Context: an optimization exercise on an open-source flow, tuned for small area, a short achievable clock period and few clock cycles. The choices shown serve that exercise and are no tape-out recipe.
At most, simulation tests tie the RTL to the original design; equivalence was not proved.
Only the layout flow was run in runs 1 and 5; the RTL was not checked for function there.
Power and IR drop assume default switching activity.

==> flow/design.v <==
`default_nettype none
package dlr_pkg;
  localparam int DEFAULT_FRAC_BITS   = 16;
  localparam int DEFAULT_COORD_BITS  = 14;
  localparam int DEFAULT_QUEUE_DEPTH = 4;
  localparam int CFG_W   = 13;
  localparam int IDX_W   = 24;
  localparam int COLOR_W = 32;
  localparam logic [CFG_W-1:0] RESET_SCREEN_WIDTH  = 13'd1280;
  localparam logic [CFG_W-1:0] RESET_SCREEN_HEIGHT = 13'd720;
  typedef enum logic {
    ACT_START   = 1'b0,
    ACT_ADVANCE = 1'b1
  } action_e;
  typedef enum logic {
    CFG_SCREEN_WIDTH  = 1'b0,
    CFG_SCREEN_HEIGHT = 1'b1
  } cfg_reg_e;
endpackage
`default_nettype wire
`default_nettype none
module dda_line_rasterizer #(
  parameter int FRAC_BITS   = dlr_pkg::DEFAULT_FRAC_BITS,
  parameter int COORD_BITS  = dlr_pkg::DEFAULT_COORD_BITS,
  parameter int QUEUE_DEPTH = dlr_pkg::DEFAULT_QUEUE_DEPTH
) (
  input  wire logic                         clk_i,
  input  wire logic                         rst_ni,
  input  wire logic                         cfg_we_i,
  input  wire logic                         cfg_index_i,
  input  wire logic [dlr_pkg::CFG_W-1:0]    cfg_wdata_i,
  input  wire logic                         in_valid_i,
  output      logic                         in_stall_o,
  input  wire logic                         action_i,
  input  wire logic signed [COORD_BITS-1:0] x_start_i,
  input  wire logic signed [COORD_BITS-1:0] y_start_i,
  input  wire logic signed [COORD_BITS-1:0] x_end_i,
  input  wire logic signed [COORD_BITS-1:0] y_end_i,
  input  wire logic [dlr_pkg::COLOR_W-1:0]  line_color_i,
  output      logic                         out_valid_o,
  input  wire logic                         out_stall_i,
  output      logic signed [COORD_BITS-1:0] pixel_x_o,
  output      logic signed [COORD_BITS-1:0] pixel_y_o,
  output      logic [dlr_pkg::IDX_W-1:0]    pixel_addr_o,
  output      logic [dlr_pkg::COLOR_W-1:0]  pixel_color_o,
  output      logic                         write_enable_o,
  output      logic                         last_pixel_o
);
  localparam int CRW     = 5;                        
  localparam int CR_STOP = (1 << CRW) - 3;           
  localparam int PH_RDY  = 19;                       
  logic [12:0] w_q, h_q;
  always_ff @(posedge clk_i or negedge rst_ni) begin
    if (!rst_ni) begin
      w_q <= dlr_pkg::RESET_SCREEN_WIDTH;
      h_q <= dlr_pkg::RESET_SCREEN_HEIGHT;
    end else if (cfg_we_i) begin
      if (cfg_index_i) h_q <= cfg_wdata_i;
      else             w_q <= cfg_wdata_i;
    end
  end
  logic            in_stall_q;
  logic            ir_v;                  
  logic            n_v;                   
  logic            a_act;                 
  logic            a_first;               
  logic [CRW-1:0]  cr_n, cr_a;            
  logic [4:0]      n_ph;                  
  logic signed [13:0] ir_xs, ir_ys, ir_xe, ir_ye;
  logic [31:0]        ir_col;
  logic signed [13:0] n_xs, n_ys;
  logic [31:0]        n_col;
  logic [14:0]        n_ra, n_rb;         
  logic               n_sx, n_sy, n_xmaj;
  logic [16:0]        n_q;                
  logic [27:0]        n_acc;              
  logic signed [13:0] a_x, a_y;           
  logic [23:0]        a_yw;               
  logic [15:0]        a_g;                
  logic               a_mv;               
  logic               a_tie;              
  logic [13:0]        a_cnt;              
  logic               a_lst;              
  logic [15:0]        a_qx;               
  logic               a_cin, a_neg, a_sx, a_sy, a_xmaj;
  logic acc_w, st_w, adv_w;
  assign in_stall_o = in_stall_q;
  assign acc_w = in_valid_i & ~in_stall_q;
  assign st_w  = acc_w & ~action_i;
  assign adv_w = acc_w & action_i;
  always_ff @(posedge clk_i) begin
    if (!ir_v) begin
      ir_xs  <= x_start_i;
      ir_ys  <= y_start_i;
      ir_xe  <= x_end_i;
      ir_ye  <= y_end_i;
      ir_col <= line_color_i;
    end
  end
  logic        n_rdy, ld;
  logic        n_neg;
  logic [15:0] n_qx;
  logic        n_cin;
  logic [14:0] dx_w, dy_w, rem2;
  logic        ge;
  logic        wbit_q;
  logic [14:0] mul_s;
  assign n_rdy = (n_ph == 5'(PH_RDY));
  assign mul_s = n_acc[27:13] + (wbit_q ? {n_ys[13], n_ys} : 15'd0);
  assign ld    = ir_v & ~n_v & ~(a_act & a_first);
  assign n_neg = n_xmaj ? n_sy : n_sx;
  assign n_qx  = n_q[16:1];
  assign n_cin = n_q[0];
  assign dx_w = {ir_xe[13], ir_xe} - {ir_xs[13], ir_xs};
  assign dy_w = {ir_ye[13], ir_ye} - {ir_ys[13], ir_ys};
  logic [16:0] nr_x;
  assign nr_x = {n_rb[14:0], 1'b0, 1'b1} +
                {({2'b00, n_ra[13:0]} ^ {16{~n_rb[14]}}), ~n_rb[14]};
  assign rem2 = nr_x[15:1];
  assign ge   = ~nr_x[16];
  always_ff @(posedge clk_i) begin
    if (ld) begin
      n_ph  <= '0;
      n_xs  <= ir_xs;
      n_ys  <= ir_ys;
      n_col <= ir_col;
      n_ra  <= dx_w;
      n_rb  <= dy_w;
      n_acc <= '0;
      wbit_q <= w_q[0];
    end else begin
      if (!n_rdy) n_ph <= n_ph + 5'd1;
      if (n_ph <= 5'd12) begin
        n_acc <= {mul_s[14], mul_s, n_acc[12:1]};
      end
      wbit_q <= (n_ph <= 5'd11) ? w_q[4'(n_ph + 5'd1)] : 1'b0;
      if (n_ph == 5'd0) begin
        n_sx <= n_ra[14];
        n_sy <= n_rb[14];
        n_ra <= (n_ra ^ {15{n_ra[14]}}) + 15'(n_ra[14]);
        n_rb <= (n_rb ^ {15{n_rb[14]}}) + 15'(n_rb[14]);
      end else if (n_ph == 5'd1) begin
        n_xmaj <= (n_ra >= n_rb);
        n_ra   <= (n_ra >= n_rb) ? n_ra : n_rb;
        n_rb   <= (n_ra >= n_rb) ? n_rb : n_ra;
      end else if (!n_rdy) begin
        n_rb <= rem2;
        n_q  <= {n_q[15:0], ge ^ n_neg};    
      end
    end
  end
  logic        b_free, a_emit, a_last, newer, aband, load_sel, a_en, xfer;
  logic [17:0] gsum_x;
  logic [16:0] gsum;
  logic [16:0] g1_x;
  logic [15:0] g1;
  logic        c1;
  logic [14:0] yw_lo;
  logic [13:0] ad_lo;
  logic [10:0] yw_hi_inc, yw_hi_dec, yw_hi_nx;
  logic        r_le0, r_le1, r_neg, r_nxt_le0, tie_nxt;
  logic signed [13:0] a_min;
  logic [23:0] yw_plus;
  logic signed [13:0] x_out, y_out, minor_dec;
  logic        vis;
  logic [23:0] addr_w;
  logic signed [13:0] x_step, y_step;
  logic [23:0] yw_step;
  logic        y_moves;
  assign b_free   = ~out_valid_o | ~out_stall_i;
  assign a_last   = a_lst;
  assign newer    = n_v | ir_v;
  assign aband    = a_act & (cr_a == '0) & newer;
  assign a_emit   = a_act & (cr_a != '0) & b_free;
  assign load_sel = ~a_act | a_last;
  assign a_en     = a_emit | ~a_act;
  assign xfer     = a_en & load_sel & n_v & n_rdy;
  assign g1_x = {1'b0, ~n_qx[15], n_qx[14:0]} + 17'(n_cin);
  assign g1   = g1_x[15:0];
  assign c1   = n_qx[15] | g1_x[16];
  assign gsum_x = {1'b0, a_g, a_cin} + {1'b0, a_qx, a_cin};
  assign gsum   = gsum_x[17:1];
  assign y_moves = a_xmaj ? a_mv : 1'b1;
  assign x_step  = (a_xmaj | a_mv) ? (a_sx ? a_x - 14'sd1 : a_x + 14'sd1) : a_x;
  assign y_step  = y_moves ? (a_sy ? a_y - 14'sd1 : a_y + 14'sd1) : a_y;
  assign yw_hi_inc = a_yw[23:13] + 11'd1;
  assign yw_hi_dec = a_yw[23:13] - 11'd1;
  assign yw_lo     = {1'b0, a_yw[12:0], 1'b1} + {1'b0, w_q ^ {13{a_sy}}, a_sy};
  assign yw_hi_nx  = (yw_lo[14] ^ a_sy) ? (a_sy ? yw_hi_dec : yw_hi_inc) : a_yw[23:13];
  assign yw_plus   = {yw_hi_nx, yw_lo[13:1]};
  assign yw_step = y_moves ? yw_plus : a_yw;
  assign a_min     = a_xmaj ? a_y : a_x;
  assign r_neg     = a_min[13];
  assign r_le0     = r_neg | (a_min == 14'sd0);
  assign r_le1     = r_le0 | (a_min == 14'sd1);
  assign r_nxt_le0 = a_mv ? (a_neg ? r_le1 : r_neg) : r_le0;
  assign tie_nxt   = (a_g == 16'd0) & r_nxt_le0;
  always_ff @(posedge clk_i) begin
    if (a_en) begin
      if (load_sel) begin
        a_x    <= n_xs;
        a_y    <= n_ys;
        a_yw   <= n_acc[23:0];
        a_tie  <= 1'b0;
        a_cnt  <= n_ra[13:0];
        a_lst  <= (n_ra[13:0] == 14'd0);
        a_qx   <= n_qx;
        a_cin  <= n_cin;
        a_neg  <= n_neg;
        a_sx   <= n_sx;
        a_sy   <= n_sy;
        a_xmaj <= n_xmaj;
      end else begin
        a_x    <= x_step;
        a_y    <= y_step;
        a_yw   <= yw_step;
        a_tie  <= tie_nxt;
        a_cnt  <= a_cnt - 14'd1;
        a_lst  <= (a_cnt == 14'd1);
      end
      a_g  <= load_sel ? g1 : gsum[15:0];
      a_mv <= load_sel ? (c1 ^ n_neg) : (gsum[16] ^ a_neg);
    end
  end
  assign minor_dec = a_min - 14'sd1;
  assign x_out = (a_tie & ~a_xmaj) ? minor_dec : a_x;
  assign y_out = (a_tie &  a_xmaj) ? minor_dec : a_y;
  assign vis   = ~a_tie & ~a_x[13] & ~a_y[13] &
                 (a_x[12:0] < w_q) & (a_y[12:0] < h_q);
  assign ad_lo  = {1'b0, a_yw[12:0]} + {1'b0, a_x[12:0]};
  assign addr_w = vis ? {(ad_lo[13] ? yw_hi_inc : a_yw[23:13]), ad_lo[12:0]} : 24'd0;
  always_ff @(posedge clk_i) begin
    if (a_emit) begin
      pixel_x_o      <= x_out;
      pixel_y_o      <= y_out;
      pixel_addr_o   <= addr_w;
      write_enable_o <= vis;
      last_pixel_o   <= a_last;
      if (a_first) pixel_color_o <= n_col;
    end
  end
  logic            n_v_d, ir_v_d;
  logic [CRW-1:0]  cr_n_d, cr_a_d;
  logic            adv_n, adv_a;
  assign adv_n  = adv_w & n_v;
  assign adv_a  = adv_w & ~n_v & a_act;
  assign n_v_d  = (n_v & ~xfer) | ld;
  assign ir_v_d = (ir_v & ~ld) | st_w;
  logic [CRW-1:0]  cr_n_p1, cr_a_p1, cr_a_m1;
  assign cr_n_p1 = cr_n + CRW'(1);
  assign cr_a_p1 = cr_a + CRW'(1);
  assign cr_a_m1 = cr_a - CRW'(1);
  always_comb begin
    if (xfer)                  cr_a_d = adv_n ? cr_n_p1 : cr_n;
    else if ((a_en & load_sel) | aband) cr_a_d = '0;
    else if (adv_a & ~a_emit)  cr_a_d = cr_a_p1;
    else if (a_emit & ~adv_a)  cr_a_d = cr_a_m1;
    else                       cr_a_d = cr_a;
    cr_n_d = (xfer | ld) ? '0 : (adv_n ? cr_n_p1 : cr_n);
  end
  always_ff @(posedge clk_i or negedge rst_ni) begin
    if (!rst_ni) begin
      in_stall_q  <= 1'b0;
      ir_v        <= 1'b0;
      n_v         <= 1'b0;
      a_act       <= 1'b0;
      a_first     <= 1'b0;
      cr_n        <= '0;
      cr_a        <= '0;
      out_valid_o <= 1'b0;
    end else begin
      ir_v        <= ir_v_d;
      n_v         <= n_v_d;
      cr_n        <= cr_n_d;
      cr_a        <= cr_a_d;
      in_stall_q  <= ir_v_d | (n_v ? (cr_n >= CRW'(CR_STOP)) : (cr_a >= CRW'(CR_STOP)));
      out_valid_o <= a_emit | (out_valid_o & out_stall_i);
      if (a_en & load_sel) begin
        a_act   <= n_v & n_rdy;
        a_first <= 1'b1;
      end else if (aband) begin
        a_act   <= 1'b0;
      end else if (a_emit) begin
        a_first <= 1'b0;
      end
    end
  end
endmodule
`default_nettype wire
==> flow/flow/run.sh <==
#!/bin/bash
# Standard layout, with the port buffers chosen explicitly.
export BUFFER_PORTS_ARGS="-buffer_cell sky130_fd_sc_hd__buf_1"
bash standard.sh > standard.log 2>&1
==> flow/standard.sh <==
#!/bin/bash
# synth_recipe.tcl (not shown) runs the flow's synth.tcl, then flattens the netlist and writes it again
# the make line also repeats each setting of config.mk as NAME=value (left out here)
make -C /OpenROAD-flow-scripts/flow DESIGN_CONFIG=/design/flow/config.mk WORK_HOME=/design/flow/orfs CLKGATE_MAP_FILE= SYNTH_SCRIPT=/design/flow/synth_recipe.tcl "${@:-finish}"
==> flow/config.mk <==
export PLATFORM = sky130hd
export DESIGN_NAME = dda_line_rasterizer
export DESIGN_NICKNAME = dda_line_rasterizer
export VERILOG_FILES = /design/flow/design.v
export SDC_FILE = /design/flow/constraint.sdc
export NUM_CORES = 4
export LEC_CHECK = 0
export CAP_MARGIN = 20
export CORE_MARGIN = 2
export CORE_UTILIZATION = 40
export CTS_CLUSTER_DIAMETER = 120
export CTS_CLUSTER_SIZE = 24
export SETUP_SLACK_MARGIN = 5
export SLEW_MARGIN = 20
==> flow/constraint.sdc <==
create_clock -name core_clock -period 8.0 [get_ports {clk_i}]
set_input_delay 1.6000 -clock core_clock [delete_from_list [all_inputs] [get_ports {clk_i}]]
set_output_delay 1.6000 -clock core_clock [all_outputs]
set_load 0.01 [all_outputs]
==> results.py, run 1 <==
metrics = {
    "routing": {
        "drt_wl_total_microns": 68610,
        "ant_nets": 0,
        "wire_per_inst_microns": 19.54,
        "viasPerCell": 5.505,
        "drc_errors": 0,
        "drt_iter0_drc": 1546,
        "first_pass_iters": 5,
        "vias": 19334,
    },
    "yosys": {
        "synth.ff_latch_count": 465,
        "synth-async-reset-ratio_pct": 9.032,
        "synth.yosys.seq_area_share_pct": 51.02,
        "ys.warnings.count": 1,
        "synthTopCellsByArea": "edfxtp_1, ha_1, xnor2_1",
        "netlist_instances": 2452,
        "synth_commonest_cells": "edfxtp_1, nand2_1, ha_1",
        "synth_edf_count": 390,
        "syn_nets": 2752,
        "yosys.cell_count.top_type": "edfxtp_1",
        "yosysTopAreaCell": "edfxtp_1",
        "netlist_area_sq_um": 26320,
        "synth.distinct_cells": 85,
        "netlist.area_leader.share_pct": 44.49,
        "ys.flop_type": "edfxtp_1",
        "avgSynthCellArea_sq_um": 10.73,
    },
    "layout": {
        "syn_to_final_growth_pct": 11.24,
        "fin_cells": 3512,
        "fin_nets": 2930,
        "drive_gt1_share_pct": 7.102,
        "fill_cells": 6144,
        "final_util_pct": 44.70,
    },
    "global_routing": {
        "grt_pass1_vias": 18725,
        "grt_pass1_wl_microns": 104900,
        "track_usage_pct": 19.73,
        "grt_antenna_before_repair": 1,
        "grt_max_degree": 89,
        "grt_remaining_overflow": 0,
    },
    "floorplan": {
        "start_util_pct": 40.18,
        "die_y_microns": 260.5,
        "die_w_microns": 260.5,
        "io_pins": 196,
        "rows": 94,
        "coreArea_sq_um": 65510,
        "fp.dieArea_sq_um": 67870,
    },
    "sta": {
        "hold_viol": 0,
        "finalSetupViolCount": 0,
        "slew_viol_final": 0,
        "finalCritPeriodShare_pct": 36.97,
        "clock_skew_ns": 0.04019,
        "rsz0062_at_grt": "true",
        "period_needed_ns": 2.957,
        "relSlewSlack_pct": 28.63,
        "worst_slew_pin_slew_ns": 1.069,
        "max_freq_mhz": 338.1,
        "finalSetupTns_ns": 0,
    },
    "place": {
        "io_buffers": 195,
        "place_inst": 3433,
        "hpwl_microns": 49690,
        "gp_congestion": 0.9046,
    },
    "critical_path": {
        "end_kind": "register",
        "arrival_ns": 3.39,
        "timing.critical_path.from": "in_valid_i",
        "r2r-start": "cr_a[0]$_DFFE_PN0P_",
        "startpoint_type": "input port",
        "crit_type": "input port to register",
        "cp.required_ns": 8.43,
        "crit_path_max_fanout": 4,
    },
    "power_and_ir_drop": {
        "powerDensity_nw_per_um2": 393.2,
        "ir_worst_vdd_uv": 240.9,
        "p_leak_nw": 11.16,
    },
    "cts": {
        "clk_pin_slew_ns": 0.10,
        "htreeDepth": 1,
        "cts-buffers-inserted": 23,
        "insertion_delay_ns": 0.60,
        "clock-sinks": 465,
        "cts_tree": "built",
        "holdBufCountCts": 0,
        "clock-root-buffer": "clkbuf_16",
        "cts_buffer_depth": 3,
    },
    "run": {
        "maxCapViolCount": 0,
    },
    "worst_hold_path": {
        "min-delay-start": "n_col[31]$_DFFE_PP_",
        "hold_path_class": "register to register",
    },
    "run_status": {
        "status": "timing/DRC/antenna clean",
    },
}
[critical path: stages]
cell and delay [ns]:
buf_1 0.08, nor2b_4 0.16, nand2_2 0.08, nor3_4 0.19
ha_4 0.16, inv_2 0.05, ha_1 0.32, a21o_1 0.20
a21oi_2 0.13, xnor2_1 0.13, nor2_1 0.07, xnor2_1 0.15
o22ai_1 0.08
[flip-flops by register name, summed over array words and instances (netlist names), 13 cells and up]
register and count:
a_cnt 14, ir_ye 14, pixel_y_o 14, pixel_color_o 32, n_rb 15, a_y 14
pixel_addr_o 24, ir_xs 14, h_q 13, n_q 17, a_x 14, ir_xe 14
n_ys 14, n_acc 27, ir_col 32, n_ra 15, a_g 16, n_col 32
a_yw 24, ir_ys 14, a_qx 16, n_xs 14, pixel_x_o 14, w_q 13
[stage by stage]
stage / cell area, sq um / setup WS [ns] / total power [mW] / hold WS (ns)
after floorplan: 26690 / 4.660 / 8.562 / 0.4003
after global placement: 28110 / 4.234 / 9.801 / 0.4007
after detailed placement: 28110 / 4.223 / 9.964 / 0.4045
after CTS: 28940 / 4.945 / 11.39 / 0.4229
after global routing: 29280 / 4.932 / 12.41 / 0.4342
final: 29280 / 5.043 / 11.51 / 0.4179
[path summary, 6_finish.rpt]
path                                                    end  slack, ns  cells past startpoint
worst max-delay path                    cr_a[4]$_DFFE_PN0P_       5.04                     13
worst min-delay path            pixel_color_o[31]$_DFFE_PP_       0.42                      0
worst max register to register          cr_a[4]$_DFFE_PN0P_       5.10                     13
worst min register to register  pixel_color_o[31]$_DFFE_PP_       0.42                      0
max in group asynchronous               w_q[12]$_DFFE_PN0P_       6.56                      1
min in group asynchronous              in_stall_q$_DFF_PN0_       1.00                      1
[metal layers]
metal	track usage [%]	part of all wire [%]	routed length, microns
met4	5.905	2.9	2001
met2	34.06	49	33560
met5	0	0	0
met1	26.26	44	30000
met3	1.904	4.5	3055
[layout by cell type, fill, tap and decap left out, drive strengths merged, types with 19 or more instances in the layout]
cell type  count
a211oi        33
dfxtp         33
and2          22
o22ai         21
xor2          95
edfxtp       390
nand2b        32
clkbuf        41
nor2         159
dfrtp         36
nor2b         29
a21o          36
xnor2        129
inv          128
nand4         19
a21oi        138
nand2        248
o211ai        21
ha           184
mux2          20
o21a          27
o21ai        185
nor3          53
buf          245
nand3         51
[timing repair]
item / in CTS / in global routing
pin swaps: 1 / 12
endpoints found under the setup margin: 134 / 104
cloned: 2 / 1
setup buffers: 9 / 24
gates resized for setup: 14 / 30
[layout make-up]
cell class	instances	area, sq um	area share (%)
clock buffer	39	635.6	2.171
timing repair inverter	2	23.77	0.08119
inverter	129	520.5	1.778
antenna	1	2.502	0.008546
clock inverter	3	28.78	0.09828
tap	864	1081	3.692
timing repair buffer	247	1194	4.077
sequential	465	13430	45.88
multi-input combinational	1762	12360	42.22
[power breakdown]
part	internal [mW]	leakage [nW]	switching, mW
Combinational	2.53	6.26	3.33
Clock	0.555	0.317	0.792
Sequential	3.59	4.57	0.722
[cells by family (layout without fill, tap and decap cells)]
kind of cell    after synthesis  count (layout)  share of synthesized area (%)
buf+inv                     225             420                          3.285
fa+ha+maj                   192             192                          9.355
simple gates                723             723                          13.22
compound gates              582             582                          13.86
other cells                   0               1                              0
xor+xnor                    224             224                          7.454
mux                          41              41                          1.797
flops                       465             465                          51.02
==> run 2, diff against run 1 <==
--- a/flow/design.v
+++ b/flow/design.v
@@ -74,5 +74,5 @@
   logic               n_sx, n_sy, n_xmaj;
   logic [16:0]        n_q;                
-  logic [27:0]        n_acc;              
+  logic [23:0]        n_acc;              
   logic signed [13:0] a_x, a_y;           
   logic [23:0]        a_yw;               
@@ -105,7 +105,5 @@
   logic        ge;
   logic        wbit_q;
-  logic [14:0] mul_s;
   assign n_rdy = (n_ph == 5'(PH_RDY));
-  assign mul_s = n_acc[27:13] + (wbit_q ? {n_ys[13], n_ys} : 15'd0);
   assign ld    = ir_v & ~n_v & ~(a_act & a_first);
   assign n_neg = n_xmaj ? n_sy : n_sx;
@@ -128,16 +126,16 @@
       n_rb  <= dy_w;
       n_acc <= '0;
-      wbit_q <= w_q[0];
+      wbit_q <= w_q[12];
     end else begin
       if (!n_rdy) n_ph <= n_ph + 5'd1;
       if (n_ph <= 5'd12) begin
-        n_acc <= {mul_s[14], mul_s, n_acc[12:1]};
-      end
-      wbit_q <= (n_ph <= 5'd11) ? w_q[4'(n_ph + 5'd1)] : 1'b0;
+        n_acc <= {n_acc[22:0], 1'b0} + (wbit_q ? {{10{n_ys[13]}}, n_ys} : 24'd0);
+      end
+      wbit_q <= (n_ph <= 5'd11) ? w_q[4'(5'd11 - n_ph)] : 1'b0;
       if (n_ph == 5'd0) begin
         n_sx <= n_ra[14];
         n_sy <= n_rb[14];
-        n_ra <= (n_ra ^ {15{n_ra[14]}}) + 15'(n_ra[14]);
-        n_rb <= (n_rb ^ {15{n_rb[14]}}) + 15'(n_rb[14]);
+        n_ra <= n_ra[14] ? -n_ra : n_ra;
+        n_rb <= n_rb[14] ? -n_rb : n_rb;
       end else if (n_ph == 5'd1) begin
         n_xmaj <= (n_ra >= n_rb);
@@ -162,5 +160,5 @@
   logic signed [13:0] a_min;
   logic [23:0] yw_plus;
-  logic signed [13:0] x_out, y_out, minor_dec;
+  logic signed [13:0] x_out, y_out;
   logic        vis;
   logic [23:0] addr_w;
@@ -201,5 +199,5 @@
         a_x    <= n_xs;
         a_y    <= n_ys;
-        a_yw   <= n_acc[23:0];
+        a_yw   <= n_acc;
         a_tie  <= 1'b0;
         a_cnt  <= n_ra[13:0];
@@ -223,7 +221,6 @@
     end
   end
-  assign minor_dec = a_min - 14'sd1;
-  assign x_out = (a_tie & ~a_xmaj) ? minor_dec : a_x;
-  assign y_out = (a_tie &  a_xmaj) ? minor_dec : a_y;
+  assign x_out = (a_tie & ~a_xmaj) ? a_x - 14'sd1 : a_x;
+  assign y_out = (a_tie &  a_xmaj) ? a_y - 14'sd1 : a_y;
   assign vis   = ~a_tie & ~a_x[13] & ~a_y[13] &
                  (a_x[12:0] < w_q) & (a_y[12:0] < h_q);
==> flow/flow/run.sh (replaced) <==
#!/bin/bash
export BUFFER_PORTS_ARGS="-buffer_cell sky130_fd_sc_hd__buf_1"
bash standard.sh SETUP_SLACK_MARGIN=5.15 finish > standard.log 2>&1
==> run 2 against run 1 <==
Net effect: still clean on timing, DRC and antenna; area after synthesis shrank 3.0%; core utilization grew 1.9 points; die area shrank 2.9%; first-iteration DRC count shrank 2.1%; combinational power grew 24%; flip-flop and latch count shrank 3; via count shrank 1.7%; clock power is essentially flat; synthesized cell count shrank 4.2%; setup slack gained 0.026 ns; largest power group unchanged.
==> results.py, run 2 <==
metrics = {
    "yosys": {
        "yosys.cell_count.top_type": "edfxtp_1",
        "netlist_instances": 2350,
        "synth_edf_count": 390,
        "yosysTopAreaCell": "edfxtp_1",
        "ys.flop_type": "edfxtp_1",
        "synth.yosys.seq_area_share_pct": 52.35,
        "netlist_area_sq_um": 25540,
        "ys.warnings.count": 1,
        "synth-async-reset-ratio_pct": 9.091,
        "synthTopCellsByArea": "edfxtp_1, ha_1, xnor2_1",
        "syn_nets": 2634,
        "synth.ff_latch_count": 462,
        "synth.distinct_cells": 86,
        "synth_commonest_cells": "edfxtp_1, nand2_1, ha_1",
        "avgSynthCellArea_sq_um": 10.87,
        "netlist.area_leader.share_pct": 45.86,
    },
    "global_routing": {
        "grt_antenna_before_repair": 1,
        "track_usage_pct": 20.11,
        "grt_pass1_vias": 18343,
        "grt_max_degree": 113,
        "grt_remaining_overflow": 0,
        "grt_pass1_wl_microns": 105200,
    },
    "critical_path": {
        "crit_path_max_fanout": 4,
        "end_kind": "register",
        "crit_type": "input port to register",
        "startpoint_type": "input port",
        "cp.required_ns": 8.45,
        "arrival_ns": 3.38,
        "reg2reg_depth": 10,
    },
    "place": {
        "place_inst": 3313,
        "io_buffers": 195,
        "hpwl_microns": 49730,
        "gp_congestion": 0.9005,
        "dpl-instance-area_sq_um": 27300,
    },
    "sta": {
        "hold_viol": 0,
        "worst_slew_pin_slew_ns": 0.8599,
        "relSlewSlack_pct": 42.67,
        "max_freq_mhz": 341.1,
        "finalSetupViolCount": 0,
        "slew_viol_final": 0,
        "period_needed_ns": 2.931,
        "clock_skew_ns": 0.03062,
        "rsz0062_at_grt": "true",
        "finalCritPeriodShare_pct": 36.64,
        "finalSetupTns_ns": 0,
    },
    "floorplan": {
        "coreArea_sq_um": 63080,
        "start_util_pct": 40.49,
        "io_pins": 196,
        "die_y_microns": 256.7,
        "rows": 92,
        "fp.dieArea_sq_um": 65890,
        "die_w_microns": 256.7,
    },
    "routing": {
        "drc_errors": 0,
        "viasPerCell": 5.512,
        "ant_nets": 0,
        "drt_wl_total_microns": 69760,
        "drt_iter0_drc": 1514,
        "wire_per_inst_microns": 20.23,
        "vias": 19005,
        "first_pass_iters": 7,
    },
    "worst_hold_path": {
        "hold_path_class": "register to register",
        "min_path_cells": 0,
    },
    "layout": {
        "fin_nets": 2869,
        "fin_cells": 3448,
        "drive_gt1_share_pct": 11.26,
        "syn_to_final_growth_pct": 15.05,
        "design_area_sq_um": 29380,
        "mostFrequentLayoutCell": "edfxtp_1",
        "largestRegisters": "ir_col (32), n_col (32), pixel_color_o (32)",
        "antenna_cells": 0,
        "layout_common_cells": "edfxtp_1, nand2_1, buf_1",
    },
    "cts": {
        "cts_buffer_depth": 3,
        "htreeDepth": 1,
        "holdBufCountCts": 0,
        "clk_pin_slew_ns": 0.10,
        "clock-root-buffer": "clkbuf_16",
        "clock-sinks": 462,
        "cts_tree": "built",
        "insertion_delay_ns": 0.58,
        "cts-buffers-inserted": 23,
    },
    "power_and_ir_drop": {
        "p_leak_nw": 11.01,
        "p_sw_mw": 5.861,
        "ir_worst_vdd_uv": 213.0,
        "power_frac_seq_pct": 36.1,
        "comb_power_share_pct": 53.8,
        "powerDensity_nw_per_um2": 459.3,
        "cell_internal_pwr_mw": 7.636,
        "swShare_pct": 43.43,
        "clockPowerShare_pct": 10.0,
    },
    "run": {
        "maxCapViolCount": 0,
    },
    "run_status": {
        "status": "timing/DRC/antenna clean",
    },
}
## run 2: cell types whose count changed after synthesis, moves of 14 or more
| cell | before | now |
|---|---|---|
| a21oi_1 | 138 | 122 |
| a211oi_1 | 33 | 14 |
| o21ai_0 | 183 | 113 |
| ha_1 | 184 | 170 |
| o21ai_1 | 2 | 61 |
| nand2_1 | 248 | 223 |
| nor3_1 | 53 | 73 |
## run 2: area by class of cell
| class | count | area [sq um] |
|---|---|---|
| tap | 846 | 1059 |
| clock inverter | 2 | 25.02 |
| multi-input combinational | 1673 | 12090 |
| sequential | 462 | 13380 |
| fill | 5875 | 33700 |
| clock buffer | 40 | 660.6 |
| inverter | 129 | 524.3 |
| timing repair buffer | 294 | 1635 |
| timing repair inverter | 2 | 13.76 |
## run 2: cell families after synthesis
logic type / Yosys count / synth area share [%]
XOR/XNOR: 227 / 7.785
AO/OA/AOI/OAI: 526 / 12.96
buffers and inverters: 220 / 3.277
AND/OR/NAND/NOR: 711 / 13.46
adder cells (fa/ha/maj): 176 / 8.799
flip-flops: 462 / 52.35
multiplexers: 28 / 1.367
## run 2: routing by layer
layer  global-route usage, %  vias to the layer above  part of all wire [%]
li1                        -                     9068                     -
met1                   27.10                     9244                    43
met2                   34.04                      586                    49
met3                   2.195                      107                   5.4
met4                   6.250                        0                   3.2
met5                       0                        -                     0
## run 2: worst max-delay path, stage by stage
cell and delay (ns):
buf_1 0.06, nor2b_4 0.14, and4b_1 0.25, ha_4 0.17, inv_4 0.05, fa_2 0.36, a21o_1 0.18, a21oi_2 0.13
xnor2_1 0.13, nor2_1 0.08, xnor2_1 0.16, o22ai_1 0.08
## run 2: worst paths after layout
check	slack, ns	start	endpoint
max	5.07	in_valid_i	cr_a[4]$_DFFE_PN0P_
min	0.42	n_col[30]$_DFFE_PP_	pixel_color_o[30]$_DFFE_PP_
max reg2reg	5.09	n_rb[14]$_DFFE_PP_	n_rb[12]$_DFFE_PP_
min reg2reg	0.42	n_col[30]$_DFFE_PP_	pixel_color_o[30]$_DFFE_PP_
max in group asynchronous	6.41	rst_ni	w_q[7]$_DFFE_PN0P_
min in group asynchronous	1.10	rst_ni	in_stall_q$_DFF_PN0_
## run 2: repair_timing
| item | in CTS | in global routing |
|---|---|---|
| setup endpoints to repair | 113 | 121 |
| setup buffers | 29 | 54 |
| pin swaps | 22 | 56 |
| resized for setup | 54 | 65 |
| gates cloned | 6 | 4 |
## run 2: power by group through the flow
stage               clock (mW)  combinational [mW]  sequential, mW
CTS                       1.40                6.70            4.88
global placement             0                6.07            4.90
floorplan                    0                4.86            4.54
finish                    1.36                7.27            4.87
detailed placement           0                6.17            4.93
global route              1.48                8.00            4.97
## run 2: stage by stage
stage / setup WS [ns] / utilization [%] / hold slack (ns) / power [mW]
floorplan: 4.714 / - / 0.4003 / 9.392
global placement: 4.399 / 43.27 / 0.4011 / 10.97
detailed placement: 4.384 / 43.27 / 0.4045 / 11.10
CTS: 5.103 / 45.35 / 0.4208 / 12.98
global route: 4.975 / 46.58 / 0.4321 / 14.45
finish: 5.069 / 46.58 / 0.4233 / 13.50
Testbench counts of run 2, summed over its fixed seeds: cycles 107,989.
==> run 3, diff against run 2 <==
==> flow/flow/run.sh (replaced) <==
#!/bin/bash
# Standard layout, with the port buffers chosen explicitly.
export BUFFER_PORTS_ARGS="-buffer_cell sky130_fd_sc_hd__buf_1"
bash standard.sh > standard.log 2>&1
--- a/flow/config.mk
+++ b/flow/config.mk
@@ -13,2 +13,3 @@
 export SETUP_SLACK_MARGIN = 5
 export SLEW_MARGIN = 20
+export TNS_END_PERCENT = 5
==> run 3 against run 2 <==
Net effect: largest cell class unchanged; critical path depth decreased by 2; maximum frequency down 7.3%; sequential power hardly changed; global-route usage is 0.93 points lower; clock-buffer cell count shrank 2; area after synthesis stayed put; wire length fell by 6.4%; hold slack lost 0.0068 ns; sequential share of layout area increased by 2.3 points; critical path type is now register to register; still clean; first-iteration DRC count is 22% lower; register-to-register slack worse by 0.25 ns; flip-flop and latch count is the same.
==> results.py, run 3 <==
metrics = {
    "global_routing": {
        "grt_pass1_wl_microns": 101400,
        "track_usage_pct": 19.19,
        "grt_remaining_overflow": 0,
        "grt_pass1_vias": 17993,
        "grt_antenna_before_repair": 1,
        "grt_max_degree": 100,
    },
    "cts": {
        "htreeDepth": 1,
        "cts-buffers-inserted": 23,
        "clock-root-buffer": "clkbuf_16",
        "clock-sinks": 462,
        "cts_buffer_depth": 3,
        "insertion_delay_ns": 0.60,
        "cts_tree": "built",
        "clk_pin_slew_ns": 0.10,
    },
    "floorplan": {
        "fp.dieArea_sq_um": 65890,
        "rows": 92,
        "io_pins": 196,
        "die_w_microns": 256.7,
        "start_util_pct": 40.49,
        "die_y_microns": 256.7,
        "coreArea_sq_um": 63080,
    },
    "place": {
        "io_buffers": 195,
        "gp_congestion": 0.9098,
        "hpwl_microns": 49100,
        "place_ws_ns": 4.116,
    },
    "worst_hold_path": {
        "hold_path_class": "register to register",
        "hold-path-endpoint": "pixel_color_o[10]$_DFFE_PP_",
        "min-delay-start": "n_col[10]$_DFFE_PP_",
        "min_path_cells": 0,
    },
    "sta": {
        "max_freq_mhz": 316.1,
        "finalSetupViolCount": 0,
        "slew_viol_final": 0,
        "finalCritPeriodShare_pct": 39.54,
        "relSlewSlack_pct": 35.70,
        "period_needed_ns": 3.163,
        "hold_viol": 0,
        "worst_slew_pin_slew_ns": 0.9644,
        "clock_skew_ns": 0.02021,
        "finalSetupTns_ns": 0,
        "rsz0062_at_grt": "true",
        "layout_setup_ws_ns": 4.837,
    },
    "yosys": {
        "synth.distinct_cells": 86,
        "ys.flop_type": "edfxtp_1",
        "netlist.area_leader.share_pct": 45.86,
        "netlist_area_sq_um": 25540,
        "synth.yosys.seq_area_share_pct": 52.35,
        "yosysTopAreaCell": "edfxtp_1",
        "avgSynthCellArea_sq_um": 10.87,
        "synth_edf_count": 390,
        "synth.ff_latch_count": 462,
        "synth-async-reset-ratio_pct": 9.091,
        "syn_nets": 2634,
        "ys.warnings.count": 1,
        "synthTopCellsByArea": "edfxtp_1, ha_1, xnor2_1",
        "netlist_instances": 2350,
        "synth_commonest_cells": "edfxtp_1, nand2_1, ha_1",
        "yosys.cell_count.top_type": "edfxtp_1",
    },
    "critical_path": {
        "crit_type": "register to register",
        "crit_path_max_fanout": 21,
        "r2r-start": "n_rb[14]$_DFFE_PP_",
        "timing.rr.end": "n_rb[12]$_DFFE_PP_",
        "startpoint_type": "register",
        "r2r_slack_ns": 4.84,
        "arrival_ns": 3.53,
        "end_kind": "register",
        "reg2reg_depth": 10,
        "cp.required_ns": 8.36,
    },
    "layout": {
        "antenna_cells": 0,
        "layout_common_cells": "edfxtp_1, nand2_1, buf_1",
        "largestRegisters": "ir_col (32), n_col (32), pixel_color_o (32)",
        "multiInputGateArea_sq_um": 11450,
        "final_util_pct": 44.37,
        "seq_area_sq_um": 13370,
        "fill_cells": 6055,
        "fin_nets": 2783,
        "drive_gt1_share_pct": 4.849,
        "mostFrequentLayoutCell": "edfxtp_1",
        "syn_to_final_growth_pct": 9.588,
    },
    "power_and_ir_drop": {
        "p_total_mw": 12.50,
        "p_leak_nw": 10.40,
        "ir_worst_vdd_uv": 212.7,
        "powerDensity_nw_per_um2": 446.5,
    },
    "routing": {
        "drc_errors": 0,
        "wire_per_inst_microns": 19.42,
        "drt_iter0_drc": 1183,
        "ant_nets": 0,
        "drt_wl_total_microns": 65280,
        "viasPerCell": 5.446,
        "first_pass_iters": 8,
        "vias": 18310,
    },
    "run": {
        "maxCapViolCount": 0,
    },
    "run_status": {
        "status": "timing/DRC/antenna clean",
    },
}
[run 3: changes by cell type in the layout (fill, tap and decap cells not counted), sizes merged]
cell,delta
a211o,-2
clkbuf,-2
buf,-79
bufbuf,-2
o21ai,-1
clkinv,+2
bufinv,-1
nor3b,-1
[run 3: how the worst max path moves through the flow]
stage / from / endpoint / slack, ns / cells past startpoint
floorplan: in_valid_i / cr_a[4]$_DFFE_PN0P_ / 4.69 / 11
global placement: ir_v$_DFF_PN0_ / n_rb[5]$_DFFE_PP_ / 4.29 / 9
detailed placement: ir_v$_DFF_PN0_ / n_rb[5]$_DFFE_PP_ / 4.12 / 9
CTS: ir_v$_DFF_PN0_ / n_rb[5]$_DFFE_PP_ / 4.84 / 9
global route: a_sy$_DFFE_PP_ / a_yw[17]$_DFFE_PP_ / 4.69 / 11
finish: n_rb[14]$_DFFE_PP_ / n_rb[12]$_DFFE_PP_ / 4.84 / 10
[run 3: layout make-up]
type / instances / share of cell area, %
timing repair buffer: 213 / 3.290
clock buffer: 38 / 2.258
inverter: 129 / 1.797
timing repair inverter: 1 / 0.01788
multi-input combinational: 1669 / 40.93
tap: 846 / 3.782
sequential: 462 / 47.78
clock inverter: 4 / 0.1520
[run 3: critical path: stages (launching register included)]
cell,delay [ns]
edfxtp_1,0.41
buf_8,0.19
xnor2_1,0.16
ha_1,0.33
or3b_1,0.42
a211oi_4,0.34
a211oi_1,0.12
nor2_1,0.23
nand3_1,0.11
a31o_1,0.25
a221o_1,0.34
[run 3: where the power goes]
group          switching, mW  internal, mW  total (mW)
Combinational           3.75          2.52        6.27
Sequential             0.906          3.97        4.88
Clock                  0.795         0.557        1.35
Total                   5.45          7.05        12.5
[run 3: cell families after synthesis]
kind of cell	count (synthesis)	share of synthesized area, %
multiplexers	28	1.367
flip-flops	462	52.35
XOR/XNOR	227	7.785
AO/OA/AOI/OAI	526	12.96
AND/OR/NAND/NOR	711	13.46
adder cells (fa/ha/maj)	176	8.799
buffers and inverters	220	3.277
[run 3: routing by layer]
layer / up-vias / GRT usage, % / share of wire [%]
met1: 8860 / 25.92 / 44
met4: 0 / 4.490 / 2.2
li1: 8865 / - / -
met2: 506 / 33.22 / 49
met5: - / 0 / 0
met3: 79 / 1.878 / 5.0
[run 3: what timing repair did]
action                     CTS  global route
hold buffers                 0             0
pin swaps                    3             2
setup endpoints to repair  143           130
gates cloned                 1             1
resized for setup           12             5
setup buffers                4             2
[run 3: stage by stage]
step	cells	hold WS (ns)	instance area, sq um
finish	3362	0.4165	27990
global route	3362	0.4295	27990
CTS	3359	0.4236	27920
detailed placement	3312	0.4045	27160
global placement	3312	0.4009	27160
floorplan	2350	0.4003	25660
==> run 4, diff against run 3 <==
--- a/flow/config.mk
+++ b/flow/config.mk
@@ -13,3 +13,2 @@
 export SETUP_SLACK_MARGIN = 5
 export SLEW_MARGIN = 20
-export TNS_END_PERCENT = 5
==> run 4 against run 3 <==
Net effect: final cell count grew 1.2%; maximum frequency rose by 7.1%; critical endpoint is now n_ra[13]$_DFFE_PP_; die area is the same; setup slack improved by 0.21 ns; critical path depth did not move; clock skew grew 0.015 ns; synthesized cell count is the same; register-to-register slack improved by 0.21 ns; first-iteration DRC count rose by 10%; global-route usage up 0.19 points; sequential share of layout area is 1.1 points lower; still clean; sequential power is essentially flat.
==> results.py, run 4 <==
metrics = {
    "cts": {
        "clk_pin_slew_ns": 0.10,
        "htreeDepth": 1,
        "clock-sinks": 462,
        "cts-buffers-inserted": 24,
        "insertion_delay_ns": 0.60,
        "clock-root-buffer": "clkbuf_16",
        "cts_buffer_depth": 3,
        "cts_tree": "built",
    },
    "yosys": {
        "synth.ff_latch_count": 462,
        "syn_nets": 2634,
        "netlist_area_sq_um": 25540,
        "synth.yosys.seq_area_share_pct": 52.35,
        "netlist.area_leader.share_pct": 45.86,
        "ys.warnings.count": 1,
        "yosys.cell_count.top_type": "edfxtp_1",
        "avgSynthCellArea_sq_um": 10.87,
        "synth_commonest_cells": "edfxtp_1, nand2_1, ha_1",
        "synth_edf_count": 390,
        "synth-async-reset-ratio_pct": 9.091,
        "netlist_instances": 2350,
        "ys.flop_type": "edfxtp_1",
        "yosysTopAreaCell": "edfxtp_1",
        "synth.distinct_cells": 86,
        "synthTopCellsByArea": "edfxtp_1, ha_1, xnor2_1",
    },
    "place": {
        "hpwl_microns": 49290,
        "place_inst": 3312,
        "io_buffers": 195,
        "gp_congestion": 0.9052,
    },
    "global_routing": {
        "grt_pass1_wl_microns": 102100,
        "track_usage_pct": 19.38,
        "grt_remaining_overflow": 0,
        "grt_antenna_before_repair": 1,
        "grt_max_degree": 113,
        "grt_pass1_vias": 18139,
    },
    "power_and_ir_drop": {
        "ir_worst_vdd_uv": 207.9,
        "p_leak_nw": 10.67,
        "powerDensity_nw_per_um2": 450.6,
    },
    "routing": {
        "viasPerCell": 5.448,
        "ant_nets": 0,
        "drt_iter0_drc": 1301,
        "drt_wl_total_microns": 66660,
        "first_pass_iters": 6,
        "vias": 18545,
        "drc_errors": 0,
        "wire_per_inst_microns": 19.58,
    },
    "sta": {
        "max_freq_mhz": 338.6,
        "rsz0062_at_grt": "true",
        "finalSetupViolCount": 0,
        "slew_viol_final": 0,
        "worst_slew_pin_slew_ns": 0.9011,
        "finalCritPeriodShare_pct": 36.91,
        "period_needed_ns": 2.953,
        "finalSetupTns_ns": 0,
        "relSlewSlack_pct": 39.92,
        "whs_ns": 0.4221,
        "clock_skew_ns": 0.03557,
        "hold_viol": 0,
    },
    "floorplan": {
        "io_pins": 196,
        "start_util_pct": 40.49,
        "coreArea_sq_um": 63080,
        "fp.dieArea_sq_um": 65890,
        "die_w_microns": 256.7,
        "rows": 92,
        "die_y_microns": 256.7,
    },
    "layout": {
        "fin_cells": 3404,
        "fin_nets": 2823,
        "largestRegisters": "ir_col (32), n_col (32), pixel_color_o (32)",
        "drive_gt1_share_pct": 8.095,
        "fill_cells": 6029,
        "seq_area_sq_um": 13370,
        "layout_common_cells": "edfxtp_1, nand2_1, buf_1",
        "final_util_pct": 45.40,
        "syn_to_final_growth_pct": 12.14,
        "multiInputGateArea_sq_um": 11720,
        "mostFrequentLayoutCell": "edfxtp_1",
    },
    "critical_path": {
        "cp.required_ns": 8.29,
        "crit_buf_inv": 1,
        "crit_cells": 10,
        "path_cells": "inv_1, ha_1, nand2b_1, a21o_1, a21oi_1, o22ai_1, o31ai_1, a21oi_1, o31ai_1, or2_4",
        "crit_path_max_fanout": 13,
        "critPathTopFamily": "compound AO/OA/AOI/OAI gates",
        "crit_type": "register to register",
        "startpoint_type": "register",
        "critPathMaxStageDelay_ns": 0.49,
        "worst_path_max_delay_cell": "edfxtp_1",
        "arrival_ns": 3.24,
        "reg2reg_depth": 10,
        "end_kind": "register",
    },
    "worst_hold_path": {
        "min_path_cells": 0,
        "hold_path_class": "register to register",
    },
    "run_status": {
        "status": "timing/DRC/antenna clean",
    },
    "run": {
        "maxCapViolCount": 0,
    },
}
==> run 4: cell count changes in the layout (fill, tap and decap cells not counted), moves of 4 or more <==
cell / delta
a21oi_1: -7
a21oi_2: +6
o21ai_2: +4
buf_4: +37
==> run 4: metal layers <==
metal  routed length (microns)  share of wire (%)  GRT usage (%)  up-vias
met2                     32470                 49          33.39      459
met5                         0                  0              0        -
met1                     29370                 44          25.66     9022
met4                      1951                2.9          5.523        0
met3                      2878                4.3          2.293      105
li1                          -                  -              -     8959
==> run 4: what timing repair did <==
action                     CTS  global route
cloned                       1             2
pin swaps                    6            19
buffers inserted            13            31
hold buffers                 0             0
resized for setup           15            40
setup endpoints to repair  100            88
==> run 4: power by group <==
part,total [mW],switching (mW),internal [mW]
Sequential,4.87,0.901,3.97
Combinational,6.64,3.90,2.75
Clock,1.39,0.808,0.585
Total,12.9,5.61,7.30
==> run 4: cells by family after synthesis <==
kind of cell	synth area share, %
AO/OA/AOI/OAI	12.96
XOR/XNOR	7.785
adder cells (fa/ha/maj)	8.799
buffers and inverters	3.277
flip-flops	52.35
multiplexers	1.367
AND/OR/NAND/NOR	13.46
==> run 4: area by class of cell <==
cell class,count,area share [%]
sequential,462,46.69
multi-input combinational,1669,40.92
timing repair buffer,252,4.307
tap,846,3.696
clock buffer,40,2.307
inverter,129,1.822
clock inverter,4,0.2272
timing repair inverter,1,0.01747
antenna,1,0.008737
==> run 4: worst paths after layout <==
kind,start,endpoint,slack [ns]
max,n_ra[0]$_DFFE_PP_,n_ra[13]$_DFFE_PP_,5.05
min,ir_col[27]$_DFFE_PN_,n_col[27]$_DFFE_PP_,0.42
max reg2reg,n_ra[0]$_DFFE_PP_,n_ra[13]$_DFFE_PP_,5.05
min reg2reg,ir_col[27]$_DFFE_PN_,n_col[27]$_DFFE_PP_,0.42
max in group asynchronous,rst_ni,w_q[7]$_DFFE_PN0P_,6.45
min in group asynchronous,rst_ni,out_valid_o$_DFF_PN0_,1.07
==> run 4: through the flow <==
stage	power [mW]	setup slack, ns	cell area, sq um
finish	12.91	5.047	28640
global route	13.86	4.889	28640
CTS	12.63	5.006	28170
detailed placement	11.05	4.211	27250
global placement	10.91	4.257	27250
floorplan	9.357	4.702	25810
==> run 5, diff against run 4 <==
--- a/flow/design.v
+++ b/flow/design.v
@@ -112,9 +112,8 @@
   assign dx_w = {ir_xe[13], ir_xe} - {ir_xs[13], ir_xs};
   assign dy_w = {ir_ye[13], ir_ye} - {ir_ys[13], ir_ys};
-  logic [16:0] nr_x;
-  assign nr_x = {n_rb[14:0], 1'b0, 1'b1} +
-                {({2'b00, n_ra[13:0]} ^ {16{~n_rb[14]}}), ~n_rb[14]};
-  assign rem2 = nr_x[15:1];
-  assign ge   = ~nr_x[16];
+  assign rem2 = {n_rb[13:0], 1'b0};
+  logic [15:0] diff;
+  assign diff = {1'b0, rem2} - {2'b00, n_ra[13:0]};
+  assign ge   = ~diff[15];
   always_ff @(posedge clk_i) begin
     if (ld) begin
@@ -143,5 +142,5 @@
         n_rb   <= (n_ra >= n_rb) ? n_rb : n_ra;
       end else if (!n_rdy) begin
-        n_rb <= rem2;
+        n_rb <= ge ? {1'b0, diff[13:0]} : rem2;
         n_q  <= {n_q[15:0], ge ^ n_neg};    
       end
==> run 5 against run 4 <==
Net effect: sequential share of layout area up 0.31 points; critical endpoint is now n_rb[1]$_DFFE_PP_; final cell count down 1.6%; largest cell class unchanged; clock skew down 0.0079 ns; hold slack worse by 0.0033 ns; design area down 0.64%; core utilization up 0.54 points; setup slack worse by 0.088 ns; wire length down 2.5%.
==> results.py, run 5 <==
metrics = {
    "yosys": {
        "synth_edf_count": 390,
        "netlist.area_leader.share_pct": 46.62,
        "synth_compound_area_share_pct": 12.87,
        "syn_nets": 2553,
        "synth.yosys.seq_area_share_pct": 53.23,
        "ys.warnings.count": 1,
        "netlist_instances": 2270,
        "synth.distinct_cells": 86,
        "yosys.area_share.simple_pct": 12.30,
        "synth_top_family_by_area": "compound AO/OA/AOI/OAI gates",
        "ys.flop_type": "edfxtp_1",
        "avgSynthCellArea_sq_um": 11.07,
        "synthXorXnorAreaFrac_pct": 7.984,
        "yosys.area_share.adder_pct": 8.926,
        "yosysTopAreaCell": "edfxtp_1",
        "netlist_area_sq_um": 25120,
        "synth-async-reset-ratio_pct": 9.091,
        "synth_commonest_cells": "edfxtp_1, nand2_1, ha_1",
        "muxShareOfSynthArea_pct": 1.350,
        "synthTopCellsByArea": "edfxtp_1, ha_1, xnor2_1",
        "yosys.cell_count.top_type": "edfxtp_1",
        "synth.ff_latch_count": 462,
    },
    "run": {
        "maxCapViolCount": 0,
    },
    "sta": {
        "finalSetupTns_ns": 0,
        "clock_skew_ns": 0.02770,
        "worst_slew_pin_slew_ns": 0.9611,
        "max_freq_mhz": 328.9,
        "relSlewSlack_pct": 35.92,
        "rsz0062_at_grt": "true",
        "hold_viol": 0,
        "period_needed_ns": 3.041,
        "whs_ns": 0.4188,
        "finalSetupViolCount": 0,
        "slew_viol_final": 0,
        "finalCritPeriodShare_pct": 38.01,
    },
    "routing": {
        "vias": 18103,
        "drt_iter0_drc": 1369,
        "drt_wl_total_microns": 65020,
        "viasPerCell": 5.402,
        "ant_nets": 0,
        "drc_errors": 0,
        "wire_per_inst_microns": 19.40,
        "first_pass_iters": 8,
    },
    "power_and_ir_drop": {
        "p_leak_nw": 10.68,
        "powerDensity_nw_per_um2": 441.9,
        "ir_worst_vdd_uv": 209.4,
    },
    "layout": {
        "fin_nets": 2780,
        "drive_gt1_share_pct": 9.073,
        "final_util_pct": 45.94,
        "mostFrequentLayoutCell": "edfxtp_1",
        "syn_to_final_growth_pct": 13.28,
        "fin_cells": 3351,
        "largestRegisters": "ir_col (32), n_col (32), pixel_color_o (32)",
        "layout_common_cells": "edfxtp_1, nand2_1, buf_1",
        "fill_cells": 5807,
    },
    "cts": {
        "clk_pin_slew_ns": 0.12,
        "cts_tree": "built",
        "htreeDepth": 1,
        "cts_buffer_depth": 3,
        "cts-buffers-inserted": 23,
        "insertion_delay_ns": 0.60,
        "clock-root-buffer": "clkbuf_16",
        "clock-sinks": 462,
    },
    "critical_path": {
        "crit_type": "register to register",
        "end_kind": "register",
        "crit_path_max_fanout": 5,
        "cp.required_ns": 8.33,
        "arrival_ns": 3.37,
        "startpoint_type": "register",
    },
    "place": {
        "io_buffers": 195,
        "gp_congestion": 0.8983,
        "place_inst": 3236,
        "hpwl_microns": 46660,
    },
    "floorplan": {
        "io_pins": 196,
        "die_w_microns": 254.6,
        "fp.dieArea_sq_um": 64820,
        "start_util_pct": 40.56,
        "die_y_microns": 254.6,
        "rows": 91,
        "coreArea_sq_um": 61940,
    },
    "global_routing": {
        "grt_pass1_vias": 17636,
        "grt_remaining_overflow": 0,
        "grt_antenna_before_repair": 1,
        "track_usage_pct": 19.51,
        "grt_max_degree": 90,
        "grt_pass1_wl_microns": 99280,
    },
    "run_status": {
        "status": "timing/DRC/antenna clean",
    },
    "worst_hold_path": {
        "hold_path_class": "register to register",
    },
}
-- run 5: changes by cell type in the layout (fill, tap and decap cells not counted), sizes merged, moves of 6 or more --
cell	change
inv	+11
a221oi	-6
nor3	-11
a21oi	-8
xnor2	+6
nand3	+11
nor2	-14
a21o	-7
o211ai	+8
nor3b	-17
buf	+24
-- run 5: cell families (layout without fill, tap and decap cells) --
logic type / count (synthesis) / count (layout)
AO/OA/AOI/OAI: 501 / 502
XOR/XNOR: 229 / 229
adder cells (fa/ha/maj): 175 / 175
buffers and inverters: 218 / 456
flip-flops: 462 / 462
multiplexers: 27 / 27
other: 0 / 1
AND/OR/NAND/NOR: 658 / 662
-- run 5: what timing repair did --
item,4_1_cts,5_1_grt
resized for setup,32,47
hold buffers,0,0
gates cloned,5,4
endpoints found under the setup margin,123,115
setup buffers,13,51
pin swaps,13,36
-- run 5: report_power, final --
part | leakage, nW | switching (mW) | internal, mW
Sequential | 4.51 | 0.918 | 3.97
Clock | 0.322 | 0.790 | 0.556
Combinational | 5.84 | 3.70 | 2.64
-- run 5: cell type report --
type | count | area (sq um) | share of cell area, %
diodes | 1 | 2.502 | 0.008794
clock buffers | 38 | 631.9 | 2.220
clock inverters | 3 | 42.54 | 0.1495
inverters | 137 | 546.8 | 1.921
multi-input cells | 1595 | 11320 | 39.80
flip-flops and latches | 462 | 13370 | 47.00
well taps | 837 | 1047 | 3.680
repair buffers | 277 | 1483 | 5.210
repair inverters | 1 | 5.005 | 0.01759
-- run 5: per-layer routing --
layer	wire length (microns)	vias up	global-route usage (%)
li1	-	8700	-
met1	27760	8768	26.12
met2	31910	541	33.51
met3	3411	94	2.051
met4	1930	0	5.681
met5	0	-	0
-- run 5: through the flow --
step	power [mW]	cell area [sq um]	worst slack [ns]
floorplan	9.006	25340	4.013
global placement	10.47	26860	3.957
detailed placement	10.62	26860	3.877
CTS	12.27	27860	5.004
global route	13.52	28450	4.847
finish	12.58	28460	4.959
-- run 5: critical path, stage by stage, from the launching register on --
cell	delay, ns
edfxtp_1	0.49
buf_6	0.18
ha_4	0.25
nor2b_4	0.14
o31a_4	0.16
o31ai_4	0.10
a2111oi_4	0.56
nor3_4	0.10
buf_6	0.14
nor2_4	0.21
mux2i_1	0.23
a21o_1	0.13
o211ai_1	0.07
-- run 5: final timing paths --
kind / to / slack [ns] / cells after the start / from
max: n_rb[1]$_DFFE_PP_ / 4.96 / 12 / n_rb[0]$_DFFE_PP_
min reg2reg: pixel_color_o[18]$_DFFE_PP_ / 0.42 / 0 / n_col[18]$_DFFE_PP_
max reg2reg: n_rb[1]$_DFFE_PP_ / 4.96 / 12 / n_rb[0]$_DFFE_PP_
min in group asynchronous: ir_v$_DFF_PN0_ / 1.07 / 2 / rst_ni
max in group asynchronous: w_q[7]$_DFFE_PN0P_ / 6.51 / 2 / rst_ni
min: pixel_color_o[18]$_DFFE_PP_ / 0.42 / 0 / n_col[18]$_DFFE_PP_

-- re-timing with driven ports --
The results above use ideal ports. As a check the final layouts listed here were re-extracted and re-timed, cells and wires unchanged.
Step 1 sets driving cells, clkbuf_16 on the clock port and buf_2 on the other inputs (assumed; they add their load-dependent delay and slew).
Step 2 also shifts input and output timing later by t, the mid clock arrival at the registers, as if the neighbouring blocks saw the same clock.
Slacks: ideal / step 1 / step 2; pairs: ideal / step 1.
run | shift t [ns] | setup slack, ns | worst setup path after step 2 | latest minus earliest clock arrival (ns) | worst slew at a driven data input, ns
run 1 | 0.641 | 5.043 / 5.074 / 4.433 | input to register | 0.042 / 0.043 | 0.07
run 2 | 0.630 | 5.069 / 5.087 / 4.478 | input to register | 0.033 / 0.034 | 0.07
run 3 | 0.655 | 4.837 / 4.837 / 4.469 | input to register | 0.020 / 0.021 | 0.07
run 4 | 0.643 | 5.047 / 5.047 / 4.471 | input to register | 0.039 / 0.039 | 0.07
run 5 | 0.653 | 4.959 / 4.959 / 4.433 | input to register | 0.029 / 0.028 | 0.08
After both steps every run listed still meets setup and hold. The setup slack of run 1, which loses most, moves by +0.031 ns with the drivers and by -0.610 ns with both steps.
